Source: an optimization exercise on an open RTL-to-GDS flow (aim: small area and a short achievable clock period). Production flows keep margins and buffers that such runs may drop. In this exercise RTL edits were held to simulation tests only and were not proved equivalent to the original. Power and IR drop assume default switching activity.

==> design/flow/design.v <==
module k423_if_ras_ctl #(
  parameter int NS   = 16,
  parameter int XLEN = 32,
  parameter int CW   = 5
) (
  input  logic            fire_i,
  input  logic            call_i,
  input  logic            ret_i,
  input  logic [XLEN-1:0] pc_i,
  input  logic [NS-1:0]   ptr_i,      
  input  logic [CW-1:0]   cnt_i,
  input  logic            ne_i,       
  input  logic [XLEN-1:0] top_i,
  input  logic [7:0]      rc_i,
  input  logic [XLEN-1:0] rd_a_i,     
  input  logic [7:0]      rd_rc_i,
  output logic [NS-1:0]   we_o,       
  output logic [XLEN-1:0] top_o,
  output logic [7:0]      rc_o,
  output logic [NS-1:0]   ptr_o,
  output logic [CW-1:0]   cnt_o,
  output logic            vld_o,      
  output logic            ld_o,       
  output logic            rem_o,      
  output logic [XLEN-1:0] ra_o
);
  logic            ne, full, eq, sat, rcz, one;
  logic            push, pop, both, wr;
  logic            pb, bump, unwind, grow, rem, ld;
  logic [XLEN-1:0] top_b;
  logic [7:0]      rc_b;
  logic [NS-1:0]   ptr_b;
  logic [CW-1:0]   cnt_b;
  logic            vld_b;
  logic [XLEN-1:0] ra, four, cin, cout, bit_ok;
  logic [NS-1:0]   up, dn;
  logic [7:0]      rc_inc, rc_dec;
  logic [CW-1:0]   cnt_inc, cnt_dec;
  assign ra[1:0] = pc_i[1:0];
  assign ra[2]   = ~pc_i[2];
  for (genvar k = 3; k < XLEN; k++) begin : g_a
    assign ra[k] = pc_i[k] ^ (&pc_i[k-1:2]);
  end
  assign rc_inc[0] = ~rc_i[0];
  assign rc_dec[0] = ~rc_i[0];
  for (genvar k = 1; k < 8; k++) begin : g_r
    assign rc_inc[k] = rc_i[k] ^ (&rc_i[k-1:0]);
    assign rc_dec[k] = rc_i[k] ^ ~(|rc_i[k-1:0]);
  end
  assign cnt_inc[0] = ~cnt_i[0];
  assign cnt_dec[0] = ~cnt_i[0];
  for (genvar k = 1; k < CW; k++) begin : g_c
    assign cnt_inc[k] = cnt_i[k] ^ (&cnt_i[k-1:0]);
    assign cnt_dec[k] = cnt_i[k] ^ ~(|cnt_i[k-1:0]);
  end
  assign up = {ptr_i[NS-2:0], ptr_i[NS-1]};
  assign dn = {ptr_i[0], ptr_i[NS-1:1]};
  assign four = XLEN'(4);
  assign cin  = pc_i ^ four ^ top_i;
  assign cout = (pc_i & four) | ((pc_i | four) & ~top_i);
  assign bit_ok = ~(cin ^ {cout[XLEN-2:0], 1'b0});
  assign eq   = &bit_ok;
  assign ne    = ne_i;
  assign full  = cnt_i[CW-1];
  assign one   = (cnt_i == CW'(1));
  assign sat   = &rc_i;
  assign rcz   = ~|rc_i;
  assign push   = fire_i & call_i & ~ret_i;
  assign pop    = fire_i & ret_i & ~call_i;
  assign both   = fire_i & call_i & ret_i;
  assign wr     = fire_i & call_i & ~(ret_i & ne);    
  assign pb     = push & ne & ~sat;                    
  assign bump   = pb & eq;
  assign grow   = wr;                                  
  assign ld     = fire_i & call_i;                     
  assign unwind = pop & ne & ~rcz;
  assign rem    = pop & ne & rcz;
  assign top_b = ld ? ra : (rem ? rd_a_i : top_i);
  assign rc_b  = ld ? 8'h00 : (rem ? rd_rc_i : (unwind ? rc_dec : rc_i));
  assign ptr_b = grow ? up : (rem ? dn : ptr_i);
  assign cnt_b = (grow & ~full) ? cnt_inc : (rem ? cnt_dec : cnt_i);
  assign vld_b = grow | (ne & ~(rem & one));
  assign we_o  = {NS{wr}} & up;
  assign top_o = top_b;                                
  assign ld_o  = ld;
  assign rem_o = rem;
  assign ra_o  = ra;
  assign rc_o  = bump ? rc_inc : rc_b;
  assign ptr_o = bump ? ptr_i  : ptr_b;
  assign cnt_o = bump ? cnt_i  : cnt_b;
  assign vld_o = bump | vld_b;
endmodule
module k423_if_ras #(
  parameter int RAS_DEPTH = 16,
  parameter int RAS_PTR_W = $clog2(RAS_DEPTH)
) (
  input  logic                            clk_i,
  input  logic                            rst_i,
  input  logic                            flush_i,
  input  logic                            if_vld_i,
  input  logic [32-1:0]           if_pc_i,
  input  logic                            dec_call_i,
  input  logic                            dec_ret_i,
  input  logic                            cmt_vld_i,
  input  logic [32-1:0]           cmt_pc_i,
  input  logic                            cmt_call_i,
  input  logic                            cmt_ret_i,
  output logic                            ras_vld_o,
  output logic [32-1:0]           ras_tgt_o,
  output logic [$clog2(RAS_DEPTH+1)-1:0]  ras_cnt_o
);
  localparam int NS   = RAS_DEPTH;
  localparam int XLEN = 32;
  localparam int CW   = $clog2(RAS_DEPTH+1);
  logic [XLEN-1:0] c_top, c_top_n, c_rd_a;
  logic [7:0]      c_rc, c_rc_n, c_rd_rc;
  logic [XLEN-1:0] c_sa [NS];
  logic [7:0]      c_sr [NS];
  logic [NS-1:0]   c_ptr, c_ptr_n, c_we;
  logic [CW-1:0]   c_cnt, c_cnt_n;
  logic            c_vld, c_vld_n;
  logic [XLEN-1:0] s_top, s_top_n, s_rd_a;    
  logic [7:0]      s_rc, s_rc_n, s_rd_rc;
  logic [XLEN-1:0] s_sa [NS];
  logic [7:0]      s_sr [NS];
  logic [NS-1:0]   s_ptr, s_ptr_n, s_we;
  logic [CW-1:0]   s_cnt, s_cnt_n;
  logic            s_vld, s_vld_n;
  always_comb begin
    c_rd_a = '0; c_rd_rc = '0; s_rd_a = '0; s_rd_rc = '0;
    for (int i = 0; i < NS; i++) begin
      c_rd_a  = c_rd_a  | ({XLEN{c_ptr[i]}} & c_sa[i]);
      c_rd_rc = c_rd_rc | ({8{c_ptr[i]}}    & c_sr[i]);
      s_rd_a  = s_rd_a  | ({XLEN{s_ptr[i]}} & s_sa[i]);
      s_rd_rc = s_rd_rc | ({8{s_ptr[i]}}    & s_sr[i]);
    end
  end
  k423_if_ras_ctl #(.NS(NS), .XLEN(XLEN), .CW(CW)) u_cctl (
    .fire_i(cmt_vld_i), .call_i(cmt_call_i), .ret_i(cmt_ret_i), .pc_i(cmt_pc_i),
    .ptr_i(c_ptr), .cnt_i(c_cnt), .ne_i(c_vld), .top_i(c_top), .rc_i(c_rc),
    .rd_a_i(c_rd_a), .rd_rc_i(c_rd_rc),
    .we_o(c_we), .top_o(c_top_n), .rc_o(c_rc_n), .ptr_o(c_ptr_n), .cnt_o(c_cnt_n),
    .vld_o(c_vld_n), .ld_o(c_ld), .rem_o(c_rem), .ra_o(c_ra)
  );
  k423_if_ras_ctl #(.NS(NS), .XLEN(XLEN), .CW(CW)) u_sctl (
    .fire_i(if_vld_i), .call_i(dec_call_i), .ret_i(dec_ret_i), .pc_i(if_pc_i),
    .ptr_i(s_ptr), .cnt_i(s_cnt), .ne_i(s_vld), .top_i(s_top), .rc_i(s_rc),
    .rd_a_i(s_rd_a), .rd_rc_i(s_rd_rc),
    .we_o(s_we), .top_o(s_top_n), .rc_o(s_rc_n), .ptr_o(s_ptr_n), .cnt_o(s_cnt_n),
    .vld_o(s_vld_n), .ld_o(s_ld), .rem_o(s_rem), .ra_o(s_ra)
  );
  logic            c_ld, c_rem, s_ld, s_rem;
  logic [XLEN-1:0] c_ra, s_ra;
  logic [5:0]      t_k;
  assign t_k[0] = flush_i & c_ld;
  assign t_k[1] = flush_i & ~c_ld & c_rem;
  assign t_k[2] = flush_i & ~c_ld & ~c_rem;
  assign t_k[3] = ~flush_i & s_ld;
  assign t_k[4] = ~flush_i & ~s_ld & s_rem;
  assign t_k[5] = ~flush_i & ~s_ld & ~s_rem;
  logic [NS-1:0]   m_we, s_g, s_f, s_h;
  logic [XLEN-1:0] m_a;
  logic [7:0]      m_r;
  assign m_we = flush_i ? c_we : s_we;
  assign m_a  = flush_i ? c_top : s_top;
  assign m_r  = flush_i ? c_rc  : s_rc;
  assign s_g  = m_we;
  assign s_f  = ~m_we & {NS{flush_i}};
  assign s_h  = ~m_we & {NS{~flush_i}};
  always_ff @(posedge clk_i) begin
    for (int i = 0; i < NS; i++) begin
      if (c_we[i]) begin
        c_sa[i] <= c_top;
        c_sr[i] <= c_rc;
      end
      s_sa[i] <= ({XLEN{s_g[i]}} & m_a) | ({XLEN{s_f[i]}} & c_sa[i]) | ({XLEN{s_h[i]}} & s_sa[i]);
      s_sr[i] <= ({8{s_g[i]}}    & m_r) | ({8{s_f[i]}}    & c_sr[i]) | ({8{s_h[i]}}    & s_sr[i]);
    end
    c_top <= c_top_n;
    c_rc  <= c_rc_n;
    s_top <= ({XLEN{t_k[0]}} & c_ra) | ({XLEN{t_k[1]}} & c_rd_a) | ({XLEN{t_k[2]}} & c_top)
           | ({XLEN{t_k[3]}} & s_ra) | ({XLEN{t_k[4]}} & s_rd_a) | ({XLEN{t_k[5]}} & s_top);
    s_rc  <= flush_i ? c_rc_n  : s_rc_n;
  end
  always_ff @(posedge clk_i or posedge rst_i) begin
    if (rst_i) begin
      c_ptr <= NS'(1);
      c_cnt <= '0;
      c_vld <= 1'b0;
      s_ptr <= NS'(1);
      s_cnt <= '0;
      s_vld <= 1'b0;
    end else begin
      c_ptr <= c_ptr_n;
      c_cnt <= c_cnt_n;
      c_vld <= c_vld_n;
      s_ptr <= flush_i ? c_ptr_n : s_ptr_n;
      s_cnt <= flush_i ? c_cnt_n : s_cnt_n;
      s_vld <= flush_i ? c_vld_n : s_vld_n;
    end
  end
  assign ras_tgt_o = s_top;
  assign ras_vld_o = s_vld;             
  assign ras_cnt_o = s_cnt;
endmodule
==> design/flow/flow/run.sh <==
#!/bin/bash
# The standard layout (standard.sh: ORFS synthesis to finish, same
# settings) with one change: buffer_ports gives every input and output port a
# sky130_fd_sc_hd__buf_4 instead of its default pick, a clkdlybuf4s50_1 delay
# cell that the footprint-matched resizer cannot replace by a plain buffer.
# make's full output goes to standard.log here; ORFS keeps each step's log
# under orfs/logs/.
set -euo pipefail
export BUFFER_PORTS_ARGS="-buffer_cell sky130_fd_sc_hd__buf_4"
bash standard.sh > standard.log 2>&1
==> design/flow/standard.sh <==
#!/bin/bash
# synth_recipe.tcl (not shown) runs the flow's synth.tcl, then flattens the netlist and writes it again
# the make line also repeats each setting of config.mk as NAME=value (left out here)
make -C /OpenROAD-flow-scripts/flow DESIGN_CONFIG=/design/flow/config.mk WORK_HOME=/design/flow/orfs CLKGATE_MAP_FILE= SYNTH_SCRIPT=/design/flow/synth_recipe.tcl "${@:-finish}"
==> design/flow/config.mk <==
export PLATFORM = sky130hd
export DESIGN_NAME = k423_if_ras
export DESIGN_NICKNAME = k423_if_ras
export VERILOG_FILES = /design/flow/design.v
export SDC_FILE = /design/flow/constraint.sdc
export NUM_CORES = 4
export LEC_CHECK = 0
export CAP_MARGIN = 20
export CORE_MARGIN = 2
export CORE_UTILIZATION = 45
export CTS_CLUSTER_DIAMETER = 80
export CTS_CLUSTER_SIZE = 25
export SETUP_SLACK_MARGIN = 4.2
export SLEW_MARGIN = 20
export TNS_END_PERCENT = 0
==> design/flow/constraint.sdc <==
create_clock -name core_clock -period 7.0 [get_ports {clk_i}]
set_input_delay 1.4000 -clock core_clock [delete_from_list [all_inputs] [get_ports {clk_i}]]
set_output_delay 1.4000 -clock core_clock [all_outputs]
set_load 0.01 [all_outputs]
==> results.rst, run 1 <==
.. list-table::
   :header-rows: 1

   * - Metric
     - Value
   * - Maximum count of clock buffers along a single path
     - 3
   * - CTS clock-pin slew for the worst setup and hold paths
     - 0.10 ns
   * - Largest fanout on the critical path
     - 44
   * - Setup crit end
     - s_sa[0][28]
   * - Half-perimeter wire length of the detailed placement result
     - 159000 um
   * - Fillers
     - 11.2k
   * - Number of buffers added by the clock tree synthesis step
     - 70
   * - Final min period
     - 3.27 ns
   * - Post-route clock period utilization
     - 46.7%
   * - Final weighted congestion in routability-driven placement
     - 1.01
   * - Cell at the slowest stage of the critical path
     - clkbuf_8
   * - Die X
     - 364 um
   * - Layout-stage area growth over the synthesis result
     - 14.2%
   * - Ys flop type
     - edfxtp_1
   * - Drc violations
     - 0
   * - Root buffer cell
     - clkbuf_16
   * - Number of cells traversed by the worst register-to-register path
     - 7
   * - Number of cells produced by synthesis
     - 5011
   * - Largest cells by area after synthesis
     - edfxtp_1, dfxtp_1, a22oi_1, o21ai_0, a22o_1
   * - Fin. max-slew vios
     - 0
   * - Vias after detailed routing
     - 56.0k
   * - Number of nets with antenna violations after detailed routing
     - 0
   * - Remaining global-route overflow
     - 0
   * - Chip Height
     - 364 um
   * - Ratio of total power to cell area
     - 341 mW/mm^2
   * - Number of nets in the finished design
     - 5192
   * - Async set-reset flop share out of synthesis
     - 3.13%
   * - # clock sinks
     - 1404
   * - Worst min-delay path class
     - reg2reg
   * - Maximum level of the CTS H-tree
     - 3
   * - Global-route total usage across every layer
     - 47.2%
   * - Initial detailed-routing violation count
     - 13.9k
   * - Arrival time of the worst setup path
     - 3.92 ns
   * - CP startpoint kind
     - input pin
   * - Mean post-synth cell area
     - 11.6 um^2
   * - Cell-by-cell listing of the critical path
     - buf_8, inv_6, buf_6, nor2_4, clkbuf_8, a22oi_1, o21ai_0
   * - Largest stage delay, worst path
     - 0.70 ns
   * - Number of placed instances, taps included
     - 6545
   * - Initial DRT Pass Iterations
     - 13
   * - Final setup violation count
     - 0
   * - Most instantiated cells after synthesis
     - a22oi_1, dfxtp_1, edfxtp_1
   * - Rows
     - 132
   * - Post-layout instance count excluding filler cells
     - 6897
   * - Critical Path End Type
     - register
   * - Vias/cell
     - 8.12
   * - Most numerous cell in the Yosys netlist
     - a22oi_1
   * - Number of antenna violations at the first check in global routing
     - 38
   * - Worst setup path category
     - in2reg
   * - Area share of the largest cell type after synthesis
     - 35.0%
   * - Routed WL
     - 324000 um
   * - Hold WS
     - 0.486 ns
   * - Number of warnings issued by yosys
     - 5
   * - Number of flip-flops and latches in the synthesized netlist
     - 1404
   * - Largest net degree at the start of global routing
     - 50
   * - Final standard cell area without fillers
     - 0.0666 mm^2
   * - Post-detailed-placement cell area
     - 0.0614 mm^2
   * - Count of distinct cell types in the synthesized netlist
     - 82
   * - PortBufs
     - 110
   * - Post-cts hold buffer count
     - 0
   * - Placeable core region
     - 0.129 mm^2
   * - Outcome
     - no timing/DRC/antenna violations
   * - Sequential cell area fraction in the yosys report
     - 60.2%
   * - Initial standard-cell utilization of the core
     - 45.2%
   * - Number of placed I/O pins
     - 111
   * - TritonCTS clock tree
     - done
   * - CP Launch Point
     - flush_i
   * - Worst relative slew slack
     - 11.8%
   * - RSZ-0062 raised after global routing
     - yes
   * - Final hold violations
     - 0
   * - Worst reg2reg setup slack
     - 3.81 ns
   * - Fraction of final layout cells sized beyond drive strength 1
     - 14.9%
   * - Sum of negative setup slack
     - 0 ns
   * - Hold path cells
     - 2
   * - Tightest Pin Transition
     - 1.32 ns
   * - Post-synth EDFFs
     - 680
   * - Total die area
     - 0.132 mm^2
   * - Clock latency on the worst-skew pair
     - 0.73 ns
   * - Required @ worst endpoint
     - 7.65 ns
   * - Max capacitance violation total
     - 0
   * - Synth Cell Area
     - 0.0583 mm^2
   * - VDD IR max
     - 0.237 mV
   * - Maximum operating frequency
     - 0.306 GHz
   * - Vias in the first global route
     - 49.6k
   * - Global-route wire length before repair
     - 425000 um
   * - Static leakage
     - 0.0238 uW
   * - Net count of the mapped netlist
     - 5173
   * - Beginning of the worst register-to-register path
     - c_ptr[3]
   * - Cell type with the largest total area after synthesis
     - edfxtp_1
   * - WL per Instance
     - 46.9 um
   * - Reg-to-reg critical path endpoint
     - s_top[28]
   * - Maximum clock skew at final layout
     - 0.0377 ns
## through the flow
step	total power, uW	util, %	setup slack (ns)
6_report	22700	51.6	3.73
5_1_grt	22600	51.5	3.90
4_1_cts	21800	51.2	4.03
3_5_place_dp	16700	47.6	2.13
3_3_place_gp	16600	47.5	2.18
2_1_floorplan	13500	-	3.67
## critical path, delay by kind of cell
family	cells	cell delay, ns
buffers and inverters	4	1.68
AND/OR/NAND/NOR	1	0.31
AO/OA/AOI/OAI	2	0.29
## final cells by class
cell class	count	area, um^2	area share [%]
Inverter	120	457	0.686
Sequential cell	1404	35300	53.0
Clock buffer	110	2030	3.04
Tap cell	1742	2180	3.27
Antenna cell	74	185	0.278
Clock inverter	13	141	0.212
Multi-Input combinational cell	3059	22700	34.2
Timing Repair Buffer	375	3600	5.40
## cells in the final DEF, fill, tap and decap left out, types with 16 or more instances in the layout
master       n
dfrtp_4     30
a22o_1     173
clkbuf_16   74
inv_1      116
nand3_1     77
nand4_1     96
or2_4       38
a21oi_1     46
clkbuf_1    32
o21ai_0    608
buf_6       44
edfxtp_1   680
mux2i_1     37
nand2_1    118
nor2_1      90
a21oi_4     16
o22ai_1     35
a22oi_1    967
o21ai_1     69
a221oi_1   165
buf_12      34
xnor2_1     26
dfxtp_1    673
xor2_2      18
nor3_1      23
xor2_1      56
a221oi_2    16
ha_1        68
diode_2     74
nor2_4      39
buf_4      278
ha_4        16
mux2i_2     20
## logic make-up (layout without fill, tap and decap cells)
family,after synthesis,count (layout),synth area share [%]
fa+ha+maj,89,89,1.91
flops,1404,1404,60.2
xor+xnor,123,123,1.85
compound gates,2207,2207,26.3
other cells,0,74,0
mux,59,59,1.02
buf+inv,576,618,3.83
simple gates,553,581,4.87
## power by group
| group | total, uW | switching (uW) | internal (uW) |
|---|---|---|---|
| Sequential | 11600 | 1750 | 9860 |
| Clock | 4960 | 2910 | 2060 |
| Combinational | 6130 | 4350 | 1780 |
| Total | 22700 | 9010 | 13700 |
## registers in the layout, summed over array words and instances, names as in the netlist, 16 cells and up
register	flops
c_sa	512
s_sa	512
c_sr	128
s_sr	128
c_top	32
s_top	32
c_ptr	16
s_ptr	16
## worst min-delay path by stage
| stage | endpoint | slack [ns] | from |
|---|---|---|---|
| after floorplan | s_sr[11][6] | 0.46 | s_sr[11][6] |
| after global placement | s_sa[2][10] | 0.47 | s_sa[2][10] |
| after detailed placement | s_sa[8][29] | 0.48 | s_sa[8][29] |
| after CTS | s_sa[4][24] | 0.49 | c_sa[4][24] |
| after global routing | s_sa[4][24] | 0.50 | c_sa[4][24] |
| final | s_sa[14][24] | 0.49 | c_sa[14][24] |
## timing repair
| item | 4_1_cts | 5_1_grt |
|---|---|---|
| setup buffers | 108 | 17 |
| cloned | 26 | 4 |
| pin swaps | 60 | 26 |
| setup endpoints to repair | 1275 | 1227 |
| resized for setup | 214 | 43 |
## metal layers
| metal | wire (um) | part of all wire (%) | track usage (%) |
|---|---|---|---|
| met2 | 122000 | 38 | 61.3 |
| met1 | 107000 | 33 | 57.9 |
| met4 | 31000 | 9.6 | 34.0 |
| met3 | 63800 | 20 | 26.3 |
| met5 | 644 | 0.20 | 2.61 |
==> inputs of run 2 (changes only) <==
--- a/design/flow/config.mk
+++ b/design/flow/config.mk
@@ -9,3 +9,3 @@
 export CORE_MARGIN = 2
-export CORE_UTILIZATION = 45
+export CORE_UTILIZATION = 35
 export CTS_CLUSTER_DIAMETER = 80
==> results.rst, run 2 <==
.. list-table::
   :header-rows: 1

   * - Metric
     - Value
   * - Synthesized-area fraction occupied by ao, oa, aoi and oai cells
     - 26.3% (unchanged)
   * - Number of cells traversed by the worst register-to-register path
     - 10 (was 7)
   * - Routed WL
     - 327000 um (was 324000 um)
   * - Maximum count of clock buffers along a single path
     - 3 (unchanged)
   * - Vias in the first global route
     - 49.1k (was 49.6k)
   * - Area share of the largest cell type after synthesis
     - 35.0% (unchanged)
   * - Cell at the slowest stage of the critical path
     - nand4_1 (was clkbuf_8)
   * - Largest stage delay, worst path
     - 0.70 ns (about the same)
   * - Fin. max-slew vios
     - 0 (unchanged)
   * - CP Launch Point
     - if_pc_i[11] (was flush_i)
   * - Largest family of logic cells by synthesized area
     - compound AO/OA/AOI/OAI gates (unchanged)
   * - Global-route wire length before repair
     - 429000 um (was 425000 um)
   * - Mean post-synth cell area
     - 11.6 um^2 (unchanged)
   * - Total power
     - 22600 uW (was 22700 uW)
   * - Fillers
     - 15.6k (was 11.2k)
   * - Worst setup path category
     - in2reg (unchanged)
   * - VDD IR max
     - 0.203 mV (was 0.237 mV)
   * - RSZ-0062 raised after global routing
     - yes (unchanged)
   * - Worst relative slew slack
     - 8.71% (was 11.8%)
   * - Critical path buffers and inverters
     - 2 (was 4)
   * - CP startpoint kind
     - input pin (unchanged)
   * - Final setup violation count
     - 0 (unchanged)
   * - Sum of negative setup slack
     - 0 ns (unchanged)
   * - Area of the multi-input gates
     - 0.0228 mm^2 (was 0.0227 mm^2)
   * - WL per Instance
     - 44.5 um (was 46.9 um)
   * - Commonest non-fill, non-tap cell in the layout
     - a22oi_1 (unchanged)
   * - Fraction of final layout cells sized beyond drive strength 1
     - 15.1% (was 14.9%)
   * - Drc violations
     - 0 (unchanged)
   * - Maximum level of the CTS H-tree
     - 3 (unchanged)
   * - Async set-reset flop share out of synthesis
     - 3.13% (unchanged)
   * - Cell depth of the worst setup path
     - 8 (was 7)
   * - Max capacitance violation total
     - 0 (unchanged)
   * - Most Frequent Cell on Critical Path
     - buf_4
   * - Maximum clock skew at final layout
     - 0.0434 ns (was 0.0377 ns)
   * - Ys flop type
     - edfxtp_1 (unchanged)
   * - Most instantiated cells after synthesis
     - a22oi_1, dfxtp_1, edfxtp_1 (unchanged)
   * - Cell type with the largest total area after synthesis
     - edfxtp_1 (unchanged)
   * - Placeable core region
     - 0.165 mm^2 (was 0.129 mm^2)
   * - Largest delay contributor family on the critical path
     - simple AND/OR/NAND/NOR gates (was buffers and inverters)
   * - Initial standard-cell utilization of the core
     - 35.3% (was 45.2%)
   * - XOR/XNOR Fraction of Synth Area
     - 1.85% (unchanged)
   * - Tightest Pin Transition
     - 1.37 ns (was 1.32 ns)
   * - Initial detailed-routing violation count
     - 13.3k (was 13.9k)
   * - Number of cells produced by synthesis
     - 5011 (unchanged)
   * - # clock sinks
     - 1404 (unchanged)
   * - TritonCTS clock tree
     - done (unchanged)
   * - Seq. cell area
     - 0.0353 mm^2 (about the same)
   * - Most numerous cell in the Yosys netlist
     - a22oi_1 (unchanged)
   * - PortBufs
     - 110 (unchanged)
   * - Chip Height
     - 412 um (was 364 um)
   * - Reg-to-reg critical path endpoint
     - s_rc[5] (was s_top[28])
   * - Ratio of total power to cell area
     - 336 mW/mm^2 (was 341 mW/mm^2)
   * - Adder-cell share of the synthesized area
     - 1.91% (unchanged)
   * - Count of distinct cell types in the synthesized netlist
     - 82 (unchanged)
   * - Number of warnings issued by yosys
     - 5 (unchanged)
   * - Global-route total usage across every layer
     - 37.0% (was 47.2%)
   * - Final weighted congestion in routability-driven placement
     - 1.01 (about the same)
   * - Maximum operating frequency
     - 0.308 GHz (was 0.306 GHz)
   * - Post-route clock period utilization
     - 46.4% (was 46.7%)
   * - Beginning of the worst register-to-register path
     - s_top[20] (was c_ptr[3])
   * - Largest fanout on the critical path
     - 7 (was 44)
   * - Post-synth EDFFs
     - 680 (unchanged)
   * - Initial DRT Pass Iterations
     - 14 (was 13)
   * - Worst min-delay path class
     - reg2reg (unchanged)
   * - Simple-gate portion of the synthesized area
     - 4.87% (unchanged)
   * - Worst reg2reg setup slack
     - 3.86 ns (was 3.81 ns)
   * - Required @ worst endpoint
     - 7.61 ns (was 7.65 ns)
   * - Sequential cell area fraction in the yosys report
     - 60.2% (unchanged)
   * - Largest cells by area after synthesis
     - edfxtp_1, dfxtp_1, a22oi_1, o21ai_0, a22o_1 (unchanged)
   * - Half-perimeter wire length of the detailed placement result
     - 164000 um (was 159000 um)
   * - Static leakage
     - 0.0238 uW (about the same)
   * - Setup crit end
     - s_top[29] (was s_sa[0][28])
   * - Largest registers ranked by flip-flop count
     - c_sa (512), s_sa (512) (unchanged)
   * - Root buffer cell
     - clkbuf_16 (unchanged)
   * - Cell-by-cell listing of the critical path
     - buf_4, and2_1, nand4_1, nor4_2, buf_4, nand3_1, xor2_1, o221ai_1 (was buf_8, inv_6, buf_6, nor2_4, clkbuf_8, a22oi_1, o21ai_0)
   * - Vias after detailed routing
     - 55.4k (was 56.0k)
   * - Outcome
     - no timing/DRC/antenna violations (unchanged)
   * - Number of placed I/O pins
     - 111 (unchanged)
   * - Number of buffers added by the clock tree synthesis step
     - 68 (was 70)
   * - Final hold violations
     - 0 (unchanged)
   * - Number of nets in the finished design
     - 5212 (was 5192)
   * - Number of antenna violations at the first check in global routing
     - 35 (was 38)
   * - Critical Path End Type
     - register (unchanged)
   * - Arrival time of the worst setup path
     - 3.85 ns (was 3.92 ns)
   * - Vias/cell
     - 7.53 (was 8.12)
   * - CTS clock-pin slew for the worst setup and hold paths
     - 0.11 ns (was 0.10 ns)
   * - Die X
     - 412 um (was 364 um)
   * - Final min period
     - 3.25 ns (was 3.27 ns)
   * - Layout-stage area growth over the synthesis result
     - 15.3% (was 14.2%)
   * - Net count of the mapped netlist
     - 5173 (unchanged)
   * - Portion of netlist area occupied by mux cells
     - 1.02% (unchanged)
   * - Rows
     - 149 (was 132)
   * - Total die area
     - 0.170 mm^2 (was 0.132 mm^2)
   * - Remaining global-route overflow
     - 0 (unchanged)
   * - Number of flip-flops and latches in the synthesized netlist
     - 1404 (unchanged)
   * - Largest net degree at the start of global routing
     - 45 (was 50)
   * - Synth Cell Area
     - 0.0583 mm^2 (unchanged)
   * - Top library cells by usage in the layout, fill and taps aside
     - a22oi_1, edfxtp_1, dfxtp_1, o21ai_0, buf_4 (unchanged)
   * - Clock latency on the worst-skew pair
     - 0.75 ns (was 0.73 ns)
   * - Number of nets with antenna violations after detailed routing
     - 0 (unchanged)
run 2: cell counts after synthesis:
Identical to the previous run, type by type.
run 2: how the worst min path moves through the flow:
stage          depth (start not counted)    startpoint  slack, ns            to
2_1_floorplan                          2   s_sr[11][6]       0.46   s_sr[11][6]
3_3_place_gp                           2  c_sa[10][24]       0.47  s_sa[10][24]
3_5_place_dp                           2  s_sa[11][29]       0.48  s_sa[11][29]
4_1_cts                                2    c_sa[0][2]       0.49    s_sa[0][2]
5_1_grt                                2    s_sr[3][6]       0.52    s_sr[3][6]
6_report                               2  c_sa[11][19]       0.49  s_sa[11][19]
run 2: per-layer routing:
layer | track usage [%] | vias to the layer above | wire [um]
met5 | 1.19 | - | 302
met4 | 26.8 | 26 | 30500
met3 | 21.0 | 1949 | 64400
met2 | 47.7 | 6853 | 123000
met1 | 45.4 | 26600 | 109000
li1 | - | 19900 | -
run 2: repair_timing:
item,4_1_cts,5_1_grt
setup buffers,90,54
pin swaps,49,45
endpoints found under the hold margin,0,0
gates resized for setup,163,84
hold buffers,0,0
cloned,26,1
endpoints found under the setup margin,1299,1265
run 2: area by class of cell:
| class | instances | share of cell area (%) |
|---|---|---|
| timing repair buffer | 399 | 5.53 |
| tap | 2189 | 4.07 |
| sequential | 1404 | 52.5 |
| clock buffer | 112 | 2.89 |
| clock inverter | 11 | 0.186 |
| multi-input combinational | 3057 | 33.9 |
| antenna | 61 | 0.227 |
| inverter | 120 | 0.683 |
run 2: tightest hold or removal path, delay by kind of cell, from the launching register on:
kind / cells / cell delay, ns
AOI/OAI and AO/OA: 2 / 0.14
DFF: 1 / 0.37
run 2: kinds of logic after synthesis:
| family | count (synthesis) |
|---|---|
| multiplexers | 59 |
| XOR/XNOR | 123 |
| buffers and inverters | 576 |
| flip-flops | 1404 |
| AO/OA/AOI/OAI | 2207 |
| AND/OR/NAND/NOR | 553 |
| adder cells (fa/ha/maj) | 89 |
run 2: through the flow:
stage	instance area (um^2)	util (%)	hold slack [ns]	setup slack, ns	std cells
global placement	61900	37.5	0.471	1.65	6997
floorplan	58800	-	0.460	3.67	5011
CTS	65900	39.9	0.493	3.92	7237
global route	67100	40.6	0.519	3.83	7309
finish	67200	40.7	0.493	3.75	7353
detailed placement	62000	37.5	0.480	1.64	6998
run 2: report_power, final:
part,switching (uW),internal [uW]
clock,2890,1970
sequential,1770,9860
combinational,4310,1780
==> inputs of run 3 (changes only) <==
--- a/design/flow/config.mk
+++ b/design/flow/config.mk
@@ -14,2 +14,2 @@
 export SLEW_MARGIN = 20
-export TNS_END_PERCENT = 0
+export TNS_END_PERCENT = 10
==> results.rst, run 3 <==
.. list-table::
   :header-rows: 1

   * - Metric
     - Value
   * - Fillers
     - 15.4k (was 15.6k)
   * - Total die area
     - 0.170 mm^2 (unchanged)
   * - Root buffer cell
     - clkbuf_16 (unchanged)
   * - Mean post-synth cell area
     - 11.6 um^2 (unchanged)
   * - Largest registers ranked by flip-flop count
     - c_sa (512), s_sa (512) (unchanged)
   * - Maximum count of clock buffers along a single path
     - 3 (unchanged)
   * - Largest cells by area after synthesis
     - edfxtp_1, dfxtp_1, a22oi_1, o21ai_0, a22o_1 (unchanged)
   * - Cell type with the largest total area after synthesis
     - edfxtp_1 (unchanged)
   * - Final setup violation count
     - 0 (unchanged)
   * - Post-cts hold buffer count
     - 0 (unchanged)
   * - Initial detailed-routing violation count
     - 13.8k (was 13.3k)
   * - Initial standard-cell utilization of the core
     - 35.3% (unchanged)
   * - Sum of negative setup slack
     - 0 ns (unchanged)
   * - Vias in the first global route
     - 50.4k (was 49.1k)
   * - Clock latency on the worst-skew pair
     - 0.75 ns (about the same)
   * - Chip Height
     - 412 um (unchanged)
   * - Final weighted congestion in routability-driven placement
     - 1.00 (was 1.01)
   * - Fin. max-slew vios
     - 0 (unchanged)
   * - Ys flop type
     - edfxtp_1 (unchanged)
   * - Number of warnings issued by yosys
     - 5 (unchanged)
   * - Number of placed I/O pins
     - 111 (unchanged)
   * - Most instantiated cells after synthesis
     - a22oi_1, dfxtp_1, edfxtp_1 (unchanged)
   * - Setup crit end
     - c_sa[0][0] (was s_top[29])
   * - Critical path buffers and inverters
     - 3 (was 2)
   * - Number of cells traversed by the worst register-to-register path
     - 4 (was 10)
   * - Ratio of total power to cell area
     - 332 mW/mm^2 (was 336 mW/mm^2)
   * - Largest net degree at the start of global routing
     - 50 (was 45)
   * - Layout-stage area growth over the synthesis result
     - 17.8% (was 15.3%)
   * - Async set-reset flop share out of synthesis
     - 3.13% (unchanged)
   * - CP Launch Point
     - c_ptr[15] (was if_pc_i[11])
   * - Commonest non-fill, non-tap cell in the layout
     - a22oi_1 (unchanged)
   * - Worst relative slew slack
     - 11.0% (was 8.71%)
   * - Die X
     - 412 um (unchanged)
   * - Final Util
     - 41.6% (was 40.7%)
   * - Static leakage
     - 0.0241 uW (was 0.0238 uW)
   * - Worst reg2reg setup slack
     - 3.85 ns (was 3.86 ns)
   * - Post-synth EDFFs
     - 680 (unchanged)
   * - Beginning of the worst register-to-register path
     - c_ptr[15] (was s_top[20])
   * - Seq. cell area
     - 0.0353 mm^2 (about the same)
   * - Placeable core region
     - 0.165 mm^2 (unchanged)
   * - Worst min-delay path class
     - reg2reg (unchanged)
   * - Largest delay contributor family on the critical path
     - buffers and inverters (was simple AND/OR/NAND/NOR gates)
   * - Arrival time of the worst setup path
     - 3.50 ns (was 3.85 ns)
   * - Max capacitance violation total
     - 0 (unchanged)
   * - Rows
     - 149 (unchanged)
   * - VDD IR max
     - 0.213 mV (was 0.203 mV)
   * - Required @ worst endpoint
     - 7.34 ns (was 7.61 ns)
   * - Global-route wire length before repair
     - 427000 um (was 429000 um)
   * - CTS clock-pin slew for the worst setup and hold paths
     - 0.12 ns (was 0.11 ns)
   * - Vias/cell
     - 7.66 (was 7.53)
   * - Largest stage delay, worst path
     - 0.94 ns (was 0.70 ns)
   * - TritonCTS clock tree
     - done (unchanged)
   * - Number of cells produced by synthesis
     - 5011 (unchanged)
   * - Number of antenna violations at the first check in global routing
     - 47 (was 35)
   * - Sequential cell area fraction in the yosys report
     - 60.2% (unchanged)
   * - Count of distinct cell types in the synthesized netlist
     - 82 (unchanged)
   * - Synth Cell Area
     - 0.0583 mm^2 (unchanged)
   * - Cell-by-cell listing of the critical path
     - buf_6, inv_1, nor2_4, buf_4 (was buf_4, and2_1, nand4_1, nor4_2, buf_4, nand3_1, xor2_1, o221ai_1)
   * - PortBufs
     - 110 (unchanged)
   * - Area of the multi-input gates
     - 0.0238 mm^2 (was 0.0228 mm^2)
   * - Area share of the largest cell type after synthesis
     - 35.0% (unchanged)
   * - Post-route clock period utilization
     - 45.0% (was 46.4%)
   * - Tightest Pin Transition
     - 1.34 ns (was 1.37 ns)
   * - Cell depth of the worst setup path
     - 4 (was 8)
   * - Most numerous cell in the Yosys netlist
     - a22oi_1 (unchanged)
   * - Outcome
     - no timing/DRC/antenna violations (unchanged)
   * - Top library cells by usage in the layout, fill and taps aside
     - a22oi_1, edfxtp_1, dfxtp_1, o21ai_0, buf_4 (unchanged)
   * - Critical Path End Type
     - register (unchanged)
   * - Worst setup path category
     - reg2reg (was in2reg)
   * - WL per Instance
     - 44.7 um (was 44.5 um)
   * - Reg-to-reg critical path endpoint
     - c_sa[0][0] (was s_rc[5])
   * - Number of buffers added by the clock tree synthesis step
     - 69 (was 68)
   * - CP startpoint kind
     - register (was input pin)
   * - Half-perimeter wire length of the detailed placement result
     - 162000 um (was 164000 um)
   * - Cell at the slowest stage of the critical path
     - buf_4 (was nand4_1)
   * - RSZ-0062 raised after global routing
     - yes (unchanged)
   * - # clock sinks
     - 1404 (unchanged)
   * - Vias after detailed routing
     - 56.2k (was 55.4k)
   * - Final hold violations
     - 0 (unchanged)
   * - Maximum clock skew at final layout
     - 0.0409 ns (was 0.0434 ns)
   * - Maximum level of the CTS H-tree
     - 3 (unchanged)
   * - Remaining global-route overflow
     - 0 (unchanged)
   * - Drc violations
     - 0 (unchanged)
   * - Number of nets in the finished design
     - 5211 (was 5212)
   * - Initial DRT Pass Iterations
     - 12 (was 14)
   * - Global-route total usage across every layer
     - 36.6% (was 37.0%)
   * - Fraction of final layout cells sized beyond drive strength 1
     - 17.0% (was 15.1%)
   * - Largest fanout on the critical path
     - 40 (was 7)
   * - Routed WL
     - 328000 um (was 327000 um)
   * - Number of flip-flops and latches in the synthesized netlist
     - 1404 (unchanged)
   * - Maximum operating frequency
     - 0.317 GHz (was 0.308 GHz)
   * - Net count of the mapped netlist
     - 5173 (unchanged)
   * - Final min period
     - 3.15 ns (was 3.25 ns)
   * - Number of nets with antenna violations after detailed routing
     - 0 (unchanged)
[run 3: cell counts after synthesis]
Identical to the previous run, type by type.
[run 3: worst reg2reg max path, delay by kind of cell (launching register included)]
family / cells / cell delay [ns]
DFF: 1 / 0.90
buffers and inverters: 3 / 1.62
and+or+nand+nor: 1 / 0.17
[run 3: power breakdown]
part,switching (uW),internal [uW],leakage (uW)
registers,1620,9860,0.0123
logic,4570,1900,0.0108
clock network,2890,1990,0.00101
[run 3: cells by family (layout without fill, tap and decap cells)]
family                   after synthesis  after routing  synth area share [%]
AO/OA/AOI/OAI                       2207           2208                  26.3
flip-flops                          1404           1404                  60.2
buffers and inverters                576            643                  3.83
AND/OR/NAND/NOR                      553            575                  4.87
XOR/XNOR                             123            123                  1.85
adder cells (fa/ha/maj)               89             89                  1.91
multiplexers                          59             59                  1.02
other                                  0             44                     0
[run 3: timing repair]
item,CTS,global route
pin swaps,90,80
gates cloned,26,3
buffers inserted,112,32
setup endpoints to repair,1306,981
gates resized for setup,294,172
[run 3: final cells by class]
type | count | area share (%)
flip-flops and latches | 1404 | 51.3
multi-input cells | 3054 | 34.6
repair buffers | 400 | 6.21
well taps | 2189 | 3.99
clock buffers | 110 | 2.84
inverters | 120 | 0.670
clock inverters | 13 | 0.226
diodes | 44 | 0.160
[run 3: worst min path at each step]
| stage | cells after the start | startpoint | slack (ns) | endpoint |
|---|---|---|---|---|
| detailed placement | 2 | s_sr[7][6] | 0.48 | s_sr[7][6] |
| global route | 2 | c_sa[12][11] | 0.51 | s_sa[12][11] |
| finish | 2 | c_sa[12][11] | 0.47 | s_sa[12][11] |
| floorplan | 2 | s_sr[11][6] | 0.46 | s_sr[11][6] |
| CTS | 2 | c_sa[12][11] | 0.48 | s_sa[12][11] |
| global placement | 2 | s_sa[4][31] | 0.47 | s_sa[4][31] |
[run 3: routing by layer]
layer / up-vias / share of wire (%) / GRT usage [%]
met3: 2206 / 19 / 20.6
met4: 48 / 9.9 / 26.9
met1: 27100 / 33 / 44.0
li1: 19900 / - / -
met2: 6955 / 38 / 48.1
met5: - / 0.37 / 1.19
[run 3: per-stage QoR]
| step | setup slack (ns) | instance area [um^2] | power, uW | hold WS [ns] | std cells |
|---|---|---|---|---|---|
| 3_3_place_gp | 2.30 | 61900 | 16600 | 0.470 | 6993 |
| 4_1_cts | 4.02 | 67300 | 21800 | 0.485 | 7255 |
| 3_5_place_dp | 2.28 | 62000 | 16700 | 0.479 | 6994 |
| 5_1_grt | 3.89 | 68600 | 22800 | 0.512 | 7306 |
| 2_1_floorplan | 3.68 | 58800 | 13500 | 0.460 | 5011 |
| 6_report | 3.85 | 68700 | 22800 | 0.473 | 7334 |
==> inputs of run 4 (changes only) <==
--- a/design/flow/config.mk
+++ b/design/flow/config.mk
@@ -9,3 +9,3 @@
 export CORE_MARGIN = 2
-export CORE_UTILIZATION = 35
+export CORE_UTILIZATION = 40
 export CTS_CLUSTER_DIAMETER = 80
@@ -14,2 +14,2 @@
 export SLEW_MARGIN = 20
-export TNS_END_PERCENT = 10
+export TNS_END_PERCENT = 25
==> results.rst, run 4 <==
.. list-table::
   :header-rows: 1

   * - Metric
     - Value
   * - Total die area
     - 0.149 mm^2 (was 0.170 mm^2)
   * - Net count of the mapped netlist
     - 5173 (unchanged)
   * - WL per Instance
     - 45.9 um (was 44.7 um)
   * - Commonest non-fill, non-tap cell in the layout
     - a22oi_1 (unchanged)
   * - Mean post-synth cell area
     - 11.6 um^2 (unchanged)
   * - Synth Cell Area
     - 0.0583 mm^2 (unchanged)
   * - Number of placed instances, taps included
     - 6734 (was 6994)
   * - Worst reg2reg setup slack
     - 3.97 ns (was 3.85 ns)
   * - Vias after detailed routing
     - 55.6k (was 56.2k)
   * - Ratio of total power to cell area
     - 335 mW/mm^2 (was 332 mW/mm^2)
   * - Chip Height
     - 386 um (was 412 um)
   * - Post-route clock period utilization
     - 43.5% (was 45.0%)
   * - Tightest Pin Transition
     - 1.22 ns (was 1.34 ns)
   * - Required @ worst endpoint
     - 7.58 ns (was 7.34 ns)
   * - Arrival time of the worst setup path
     - 3.63 ns (was 3.50 ns)
   * - CTS clock-pin slew for the worst setup and hold paths
     - 0.10 ns (was 0.12 ns)
   * - Root buffer cell
     - clkbuf_16 (unchanged)
   * - Number of nets in the finished design
     - 5267 (was 5211)
   * - Final min period
     - 3.04 ns (was 3.15 ns)
   * - VDD IR max
     - 0.206 mV (was 0.213 mV)
   * - Post-synth EDFFs
     - 680 (unchanged)
   * - Top library cells by usage in the layout, fill and taps aside
     - a22oi_1, edfxtp_1, dfxtp_1, o21ai_0, buf_4 (unchanged)
   * - Sequential cell area fraction in the yosys report
     - 60.2% (unchanged)
   * - Beginning of the worst register-to-register path
     - c_ptr[3] (was c_ptr[15])
   * - Rows
     - 140 (was 149)
   * - Post-cts hold buffer count
     - 0 (unchanged)
   * - # clock sinks
     - 1404 (unchanged)
   * - Final hold violations
     - 0 (unchanged)
   * - Static leakage
     - 0.0244 uW (was 0.0241 uW)
   * - Number of cells produced by synthesis
     - 5011 (unchanged)
   * - Final weighted congestion in routability-driven placement
     - 1.03 (was 1.00)
   * - Maximum level of the CTS H-tree
     - 3 (unchanged)
   * - Number of placed I/O pins
     - 111 (unchanged)
   * - Async set-reset flop share out of synthesis
     - 3.13% (unchanged)
   * - Maximum clock skew at final layout
     - 0.0384 ns (was 0.0409 ns)
   * - Fraction of final layout cells sized beyond drive strength 1
     - 17.2% (was 17.0%)
   * - Largest cells by area after synthesis
     - edfxtp_1, dfxtp_1, a22oi_1, o21ai_0, a22o_1 (unchanged)
   * - Largest stage delay, worst path
     - 0.38 ns (was 0.94 ns)
   * - Worst min-delay path class
     - reg2reg (unchanged)
   * - Worst relative slew slack
     - 18.6% (was 11.0%)
   * - Number of nets with antenna violations after detailed routing
     - 0 (unchanged)
   * - Reg-to-reg critical path endpoint
     - c_sa[4][14] (was c_sa[0][0])
   * - Number of antenna violations at the first check in global routing
     - 30 (was 47)
   * - Layout-stage area growth over the synthesis result
     - 17.4% (was 17.8%)
   * - Initial standard-cell utilization of the core
     - 40.2% (was 35.3%)
   * - Count of distinct cell types in the synthesized netlist
     - 82 (unchanged)
   * - PortBufs
     - 110 (unchanged)
   * - Most instantiated cells after synthesis
     - a22oi_1, dfxtp_1, edfxtp_1 (unchanged)
   * - Number of warnings issued by yosys
     - 5 (unchanged)
   * - CP startpoint kind
     - input pin (was register)
   * - Area share of the largest cell type after synthesis
     - 35.0% (unchanged)
   * - Placeable core region
     - 0.145 mm^2 (was 0.165 mm^2)
   * - Worst setup path category
     - in2reg (was reg2reg)
   * - Vias/cell
     - 7.82 (was 7.66)
   * - RSZ-0062 raised after global routing
     - yes (unchanged)
   * - Number of flip-flops and latches in the synthesized netlist
     - 1404 (unchanged)
   * - Final setup violation count
     - 0 (unchanged)
   * - Maximum count of clock buffers along a single path
     - 3 (unchanged)
   * - Routed WL
     - 326000 um (was 328000 um)
   * - TritonCTS clock tree
     - done (unchanged)
   * - Initial DRT Pass Iterations
     - 13 (was 12)
   * - Cell-by-cell listing of the critical path
     - buf_4, ha_1, xor2_1, nand4_1, nor4_4, and3_4, buf_12, buf_6, o21a_4, buf_12, a221oi_2 (was buf_6, inv_1, nor2_4, buf_4)
   * - Maximum operating frequency
     - 0.328 GHz (was 0.317 GHz)
   * - Largest net degree at the start of global routing
     - 57 (was 50)
   * - Largest fanout on the critical path
     - 8 (was 40)
   * - Fin. max-slew vios
     - 0 (unchanged)
   * - Setup crit end
     - s_ptr[3] (was c_sa[0][0])
   * - Max capacitance violation total
     - 0 (unchanged)
   * - Ys flop type
     - edfxtp_1 (unchanged)
   * - Global-route wire length before repair
     - 428000 um (was 427000 um)
   * - Half-perimeter wire length of the detailed placement result
     - 166000 um (was 162000 um)
   * - Cell at the slowest stage of the critical path
     - nor4_4 (was buf_4)
   * - Sum of negative setup slack
     - 0 ns (unchanged)
   * - Outcome
     - no timing/DRC/antenna violations (unchanged)
   * - CP Launch Point
     - if_pc_i[20] (was c_ptr[15])
   * - Most Frequent Cell on Critical Path
     - buf_12
   * - Largest registers ranked by flip-flop count
     - c_sa (512), s_sa (512) (unchanged)
   * - Critical Path End Type
     - register (unchanged)
   * - Drc violations
     - 0 (unchanged)
   * - Number of cells traversed by the worst register-to-register path
     - 3 (was 4)
   * - Clock latency on the worst-skew pair
     - 0.73 ns (was 0.75 ns)
   * - Initial detailed-routing violation count
     - 12.8k (was 13.8k)
   * - Global-route total usage across every layer
     - 42.2% (was 36.6%)
   * - Die X
     - 386 um (was 412 um)
   * - Post-layout instance count excluding filler cells
     - 7116 (was 7334)
   * - Remaining global-route overflow
     - 0 (unchanged)
   * - Cell type with the largest total area after synthesis
     - edfxtp_1 (unchanged)
   * - Number of buffers added by the clock tree synthesis step
     - 70 (was 69)
   * - Most numerous cell in the Yosys netlist
     - a22oi_1 (unchanged)
   * - Vias in the first global route
     - 50.6k (was 50.4k)
-- run 4: changes by cell type in the layout (fill, tap and decap cells not counted), sizes merged, moves of 2 or more --
cell / previous run / this run
buf: 400 / 455
clkinv: 3 / 8
clkinvlp: 1 / 3
inv: 129 / 124
nor2: 129 / 131
or2: 38 / 33
-- run 4: what timing repair did --
item | CTS | global route
gates cloned | 22 | 4
pin swaps | 106 | 49
resized for setup | 342 | 109
setup endpoints to repair | 1334 | 767
endpoints found under the hold margin | 0 | 0
setup buffers | 149 | 41
-- run 4: worst min path at each step --
stage / from / end / slack (ns) / depth (start not counted)
global route: s_sr[0][0] / s_sr[0][0] / 0.52 / 2
floorplan: s_sr[11][6] / s_sr[11][6] / 0.46 / 2
CTS: c_sa[7][21] / s_sa[7][21] / 0.50 / 2
finish: c_sa[7][21] / s_sa[7][21] / 0.49 / 2
global placement: s_sa[12][24] / s_sa[12][24] / 0.47 / 2
detailed placement: s_sr[0][0] / s_sr[0][0] / 0.48 / 2
-- run 4: where the power goes --
part / total, uW / switching (uW) / internal (uW)
sequential: 11500 / 1620 / 9860
clock: 4950 / 2890 / 2060
combinational: 6500 / 4550 / 1950
total: 22900 / 9060 / 13900
-- run 4: final cells by class --
type	instances	area, um^2
Fill cell	12900	76800
Sequential cell	1404	35300
Multi-Input combinational cell	3050	23400
Timing Repair Buffer	459	4670
Tap cell	1917	2400
Clock buffer	107	1990
Inverter	120	457
Clock inverter	16	169
Antenna cell	43	108
-- run 4: metal layers --
layer	share of wire (%)	track usage, %	wire length, um	up-vias
met5	0.30	3.15	990	-
met4	10	32.0	33200	36
met3	19	22.0	60900	1979
met2	38	55.6	123000	6549
met1	33	51.1	109000	27000
li1	-	-	-	20000
-- run 4: kinds of logic after synthesis --
group | synth area share [%]
adders and majority gates | 1.91
DFF | 60.2
xor gates and xnor gates | 1.85
and+or+nand+nor | 4.87
muxes | 1.02
buffers and inverters | 3.83
AOI/OAI and AO/OA | 26.3
-- run 4: critical path: cells and delay by family --
kind / cells / cell delay, ns
AO/OA/AOI/OAI: 2 / 0.20
adder cells (fa/ha/maj): 1 / 0.30
XOR/XNOR: 1 / 0.23
AND/OR/NAND/NOR: 3 / 0.93
buffers and inverters: 4 / 0.54
-- run 4: per-stage QoR --
step	total power [uW]	hold WS [ns]	cell area, um^2	utilization (%)	setup slack (ns)
after floorplan	13600	0.460	58900	-	3.68
after global placement	16700	0.471	61600	42.4	2.04
after detailed placement	16800	0.480	61700	42.5	2.00
after CTS	21900	0.499	67400	46.4	4.02
after global routing	22900	0.521	68400	47.1	3.99
final	22900	0.491	68400	47.1	3.96

-- what the ideal ports hide --
The results above use ideal ports. As a check the final layouts listed here were re-extracted and re-timed, cells and wires unchanged.
Step 1 sets driving cells, clkbuf_16 on the clock port and buf_2 on the other inputs (assumed; they add their load-dependent delay and slew).
Step 2 adds t to the input delays and takes it off the output delays; t is the mean of the earliest and latest rising clock arrival at the registers after step 1. Input paths then give back, and output paths get back, about the clock's delay inside the block.
Slacks: ideal / step 1 / step 2; pairs: ideal / step 1.
run | t (ns) | setup slack, ns | worst data-port slew with drivers (ns)
run 1 | 0.798 | 3.728 / 3.760 / 2.961 | 0.05
run 2 | 0.829 | 3.754 / 3.621 / 2.793 | 0.27
run 3 | 0.834 | 3.848 / 3.834 / 3.065 | 0.22
run 4 | 0.796 | 3.955 / 3.944 / 3.184 | 0.20
After both steps every run listed still meets setup and hold. The setup slack of run 2, which loses most, moves by -0.133 ns with the drivers and by -0.961 ns with both steps.
